This is an optimization exercise on Yosys and OpenROAD, whose aim is small area, not a production implementation.
In this exercise RTL edits were held to simulation tests only and were not proved equivalent to the original.
Power figures rest on the tool's default switching activity, not on a simulated workload.

## run A
Design alu_rs_cluster, start of the top module:
module alu_rs_cluster #(
    parameter int NUM_ENTRIES = 8    
) (
    input  wire               clk_in,
    input  wire               rst_in,
    input  wire               rdy_in,       
    input  wire               flush,
    input  wire               dispatch_valid,
    input  wire [3:0]         dispatch_op,
    input  wire [alu_rs_pkg::TAG_W-1:0]   dispatch_tag,
    input  wire               src1_ready,
    input  wire [alu_rs_pkg::TAG_W-1:0]   src1_tag,
    input  wire [alu_rs_pkg::XLEN-1:0]    src1_value,
    input  wire               src2_ready,
    input  wire [alu_rs_pkg::TAG_W-1:0]   src2_tag,
    input  wire [alu_rs_pkg::XLEN-1:0]    src2_value,
    output logic              full,
    output logic              result_valid,
    output logic [alu_rs_pkg::TAG_W-1:0]  result_tag,
    output logic [alu_rs_pkg::XLEN-1:0]   result_value
);
export LEC_CHECK = 0
export CAP_MARGIN = 10
export CORE_MARGIN = 2
export CORE_UTILIZATION = 50
export PLACE_DENSITY = 0.75
export SLEW_MARGIN = 10
create_clock -name core_clock -period 6.0 [get_ports {clk_in}]
standard.sh (not shown) runs the stock make flow with config.mk's settings and CLKGATE_MAP_FILE= SYNTH_SCRIPT=/design/flow/synth_recipe.tcl, a recipe that flattens the netlist after the stock synthesis.
==> flow/flow/run.sh <==
#!/bin/bash
# Own layout flow: the standard ORFS flow (standard.sh, unchanged
# synthesis, floorplan, power grid and tap cells), with two changes:
#  - the port buffers are the smallest buffer cell;
#  - CTS builds larger sink clusters and inserts no dummy loads.
# Each call's full output goes to a log file in the work folder.
set -euo pipefail

CTS="-sink_clustering_enable -repair_clock_nets -dont_use_dummy_load"
CTS="$CTS -sink_clustering_size ${RS_CTS_SIZE:-28} -sink_clustering_max_diameter ${RS_CTS_DIAM:-80}"
CTS="$CTS -buf_list sky130_fd_sc_hd__clkbuf_16"

bash standard.sh \
    "BUFFER_PORTS_ARGS=-buffer_cell sky130_fd_sc_hd__buf_1" \
    "CTS_ARGS=$CTS" \
    finish > flow_make.log 2>&1
Run A: all stages complete, timing, DRC and antenna checks passed
Setup changes, run A to run B
- PLACE_DENSITY: 0.75 -> unset
-- flow/flow/run.sh --
<<< run A, line 8

CTS="-sink_clustering_enable -repair_clock_nets -dont_use_dummy_load"
CTS="$CTS -sink_clustering_size ${RS_CTS_SIZE:-28} -sink_clustering_max_diameter ${RS_CTS_DIAM:-80}"
CTS="$CTS -buf_list sky130_fd_sc_hd__clkbuf_16"

>>> run B, line 8

CTS="-sink_clustering_enable -repair_clock_nets -dont_use_dummy_load"
CTS="$CTS -sink_clustering_size ${RS_CTS_SIZE:-32} -sink_clustering_max_diameter ${RS_CTS_DIAM:-100}"
CTS="$CTS -buf_list sky130_fd_sc_hd__clkbuf_16"

==> results.txt <==
Run B: done, clean on timing, DRC and antenna. Final worst hold slack: run A vs run B — no meaningful difference. Re gate count after technology mapping: no difference whatsoever between run A and run B. Of run B and run A, the run reporting the higher global-route usage was run B. Total power of the final layout of run B is on par with run A. [run B] wire length rose 14000 um relative to run A.
--- input diff run B..run C ---
- changing CAP_MARGIN from 10 to 0
- changing CORE_UTILIZATION from 50 to 60
- changing SLEW_MARGIN from 10 to 0
-- flow/flow/run.sh --
<<< run B, line 8

CTS="-sink_clustering_enable -repair_clock_nets -dont_use_dummy_load"
CTS="$CTS -sink_clustering_size ${RS_CTS_SIZE:-32} -sink_clustering_max_diameter ${RS_CTS_DIAM:-100}"
CTS="$CTS -buf_list sky130_fd_sc_hd__clkbuf_16"

>>> run C, line 8

CTS="-sink_clustering_enable -repair_clock_nets -dont_use_dummy_load"
CTS="$CTS -sink_clustering_size ${RS_CTS_SIZE:-28} -sink_clustering_max_diameter ${RS_CTS_DIAM:-80}"
CTS="$CTS -buf_list sky130_fd_sc_hd__clkbuf_16"

Notes after the runs:
The cell with the largest stage delay on the worst path comes out sky130_fd_sc_hd__or4_1 in one run and sky130_fd_sc_hd__dfxtp_1 in the other, namely in run B and run C respectively.
Of run C and run B, the lower global-route usage belongs to run B.
Compared to run B, the router laid down less metal wire for run C.
Between run B and run C, the cell area after layout figures differ only marginally.
Across both runs, maximum ir drop on the vdd rail was higher for run C than for run B.
> inputs changed (run C -> run D)
- CAP_MARGIN now 10, was 0
- SLEW_MARGIN now 10, was 0
- CORE_UTILIZATION now 50, was 60
- PLACE_DENSITY now 0.95, previously not set
[summary]
Run D vs. run C: count of placed standard cells including taps went up by 3.5%.
Diff run C -> run D | fraction of power consumed by the clock network | decrease of 1.9 points
When the final numbers for run D and run C were put side by side, the overall routing resource usage turned out to be smaller in run D.
Period utilization: run D and run C compared, higher one is run C
The fraction of area in registers on run D is in line with that on run C.
Re wire length of the first global-routing pass: run D is about 2% down on run C.
~same power drawn by the sequential cells in run D and run C
Changes in run E relative to run D:
- changing PLACE_DENSITY from 0.95 to 0.9
==> results.txt <==
On power in the clock group, run E and run D are basically level. STATUS minimum setup slack in the final design: run E loses against run D. Compared with run D, in run E detail-routed via count per cell dropped 2.2%, fraction of power consumed by the clock network climbed 0.2 points, accumulated negative setup slack barely changed, critical path depth climbed 3. Run E vs. run D: power dissipated by switching net loads now sits lower, number of inserted filler cells in the final layout shows an increase of 91, maximum frequency shrank by about 0.6%.


alu_rs_cluster again, from the RTL that the note above started with.
==> flow/config.mk <==
export PLATFORM = sky130hd
export DESIGN_NAME = alu_rs_cluster
export DESIGN_NICKNAME = alu_rs_cluster
export VERILOG_FILES = /design/flow/design.v
export SDC_FILE = /design/flow/constraint.sdc
export NUM_CORES = 4
export LEC_CHECK = 0
export CAP_MARGIN = 10
export CORE_MARGIN = 2
export CORE_UTILIZATION = 60
export PLACE_DENSITY = 0.8
export SLEW_MARGIN = 10
==> flow/constraint.sdc <==
create_clock -name core_clock -period 6.0 [get_ports {clk_in}]
set_input_delay 1.2000 -clock core_clock [delete_from_list [all_inputs] [get_ports {clk_in}]]
set_output_delay 1.2000 -clock core_clock [all_outputs]
set_load 0.01 [all_outputs]
==> flow/flow/run.sh <==
#!/bin/bash
# Own layout flow: the standard ORFS flow (standard.sh, unchanged
# synthesis, floorplan, power grid and tap cells), with two changes:
#  - the port buffers are the smallest buffer cell;
#  - CTS builds larger sink clusters and inserts no dummy loads.
# Each call's full output goes to a log file in the work folder.
set -euo pipefail

CTS="-sink_clustering_enable -repair_clock_nets -dont_use_dummy_load"
CTS="$CTS -sink_clustering_size ${RS_CTS_SIZE:-28} -sink_clustering_max_diameter ${RS_CTS_DIAM:-80}"
CTS="$CTS -buf_list sky130_fd_sc_hd__clkbuf_16"

bash standard.sh \
    "BUFFER_PORTS_ARGS=-buffer_cell sky130_fd_sc_hd__buf_1" \
    "CTS_ARGS=$CTS" \
    finish > flow_make.log 2>&1
Change:
CORE_UTILIZATION = 50   (was 60)
PLACE_DENSITY = not set   (was 0.8)
The new run finished clean.
Hold slack barely changes.
Final area rises by 0.45%.
Register-to-register slack gains 60 ps.
Utilization falls by 11 points.
Sequential share of layout area falls by 0.19 points.


Setup of the previous run:
Another version of the RTL of alu_rs_cluster (not shown whole).
For scale: roughly 650 flip-flops, roughly 130 I/O pins, roughly 33000 um2 of cells after synthesis.
==> flow/config.mk <==
export PLATFORM = sky130hd
export DESIGN_NAME = alu_rs_cluster
export DESIGN_NICKNAME = alu_rs_cluster
export VERILOG_FILES = /design/flow/design.v
export SDC_FILE = /design/flow/constraint.sdc
export NUM_CORES = 4
export LEC_CHECK = 0
export CAP_MARGIN = 20
export CORE_MARGIN = 2
export CORE_UTILIZATION = 40
export SLEW_MARGIN = 20
==> flow/constraint.sdc <==
create_clock -name core_clock -period 6.0 [get_ports {clk_in}]
set_input_delay 1.2000 -clock core_clock [delete_from_list [all_inputs] [get_ports {clk_in}]]
set_output_delay 1.2000 -clock core_clock [all_outputs]
set_load 0.01 [all_outputs]
run.sh (not shown) runs the stock make flow with config.mk's settings and CLKGATE_MAP_FILE= SYNTH_SCRIPT=/design/flow/synth_recipe.tcl, a recipe that flattens the netlist after the stock synthesis.
Stock flow here: none of the scripts above is used.
#### Input delta (the current run over the previous run)
==> flow/flow/run.sh (new file) <==
#!/bin/bash
# Own layout flow: the standard ORFS flow (standard.sh, unchanged
# synthesis, floorplan, power grid and tap cells), with two changes:
#  - the port buffers are the smallest buffer cell;
#  - CTS builds larger sink clusters and inserts no dummy loads.
# Each call's full output goes to a log file in the work folder.
set -euo pipefail

CTS="-sink_clustering_enable -repair_clock_nets -dont_use_dummy_load"
CTS="$CTS -sink_clustering_size ${RS_CTS_SIZE:-24} -sink_clustering_max_diameter ${RS_CTS_DIAM:-80}"
CTS="$CTS -buf_list sky130_fd_sc_hd__clkbuf_16"

bash standard.sh \
    "BUFFER_PORTS_ARGS=-buffer_cell sky130_fd_sc_hd__buf_1" \
    "CTS_ARGS=$CTS" \
    finish > flow_make.log 2>&1
==> flow/standard.sh (new file) <==
#!/bin/bash
# synth_recipe.tcl (not shown) runs the flow's synth.tcl, then flattens the netlist and writes it again
# the make line also repeats each setting of config.mk as NAME=value (left out here)
make -C /OpenROAD-flow-scripts/flow DESIGN_CONFIG=/design/flow/config.mk WORK_HOME=/design/flow/orfs CLKGATE_MAP_FILE= SYNTH_SCRIPT=/design/flow/synth_recipe.tcl "${@:-finish}"
removed: flow/run.sh
--- outcome ---
- The current run gives less number of optimization iterations in the first detailed-route pass than the previous run did.
- Summary — buffering overhead, the current run relative to the previous run: lower, by 2.1 points.
- The core of the current run is less densely filled than that of the previous run.
- Going from the previous run to the current run, clock-buffer cell count shrinks by 64%.
- Summary — power, the current run relative to the previous run: lower, by about 19%.
- The slowest stage cell on the critical path comes out sky130_fd_sc_hd__a221oi_1 in one run and sky130_fd_sc_hd__o211ai_4 in the other, namely in the current run and the previous run respectively.
- Re routed via count: the current run is 208 down on the previous run.
- The previous run has a higher final design instance area without fill than the current run.

==> re-timing with driven ports <==
The flow's constraints put no driver on any port. The routed layouts listed below were extracted and timed again, unchanged, in two steps. Step 1 (the two cells are an assumption about what drives the block):
set clk [get_ports {clk_in}]
set_driving_cell -lib_cell sky130_fd_sc_hd__clkbuf_16 $clk
set_driving_cell -lib_cell sky130_fd_sc_hd__buf_2 [delete_from_list [all_inputs] $clk]
Step 2 adds t to the input delays and takes it off the output delays; t is the mean of the earliest and latest rising clock arrival at the registers after step 1. Input paths then give back, and output paths get back, about the clock's delay inside the block. a / b / c = ideal / step 1 / step 2; a / b = the first two.
| run | t (ns) | setup slack, ns | slew at the worst register clock pin (ns) |
|---|---|---|---|
| run A | 0.691 | 0.293 / 0.293 / 0.293 | 0.11 / 0.11 |
| run B | 0.699 | 0.344 / 0.344 / 0.344 | 0.12 / 0.12 |
| run C | 0.619 | 0.225 / 0.225 / 0.225 | 0.11 / 0.11 |
| run D | 0.690 | 0.327 / 0.327 / 0.327 | 0.11 / 0.11 |
| run E | 0.681 | 0.292 / 0.292 / 0.292 | 0.11 / 0.11 |
| the first run of note 2 | 0.644 | 0.263 / 0.263 / 0.263 | 0.11 / 0.11 |
| the second run of note 2 | 0.636 | 0.327 / 0.327 / 0.327 | 0.11 / 0.11 |
| the previous run | 0.699 | 0.562 / 0.562 / 0.562 | 0.07 / 0.07 |
| the current run | 0.651 | 0.483 / 0.483 / 0.483 | 0.10 / 0.10 |
After both steps setup and hold are still met in every run listed.
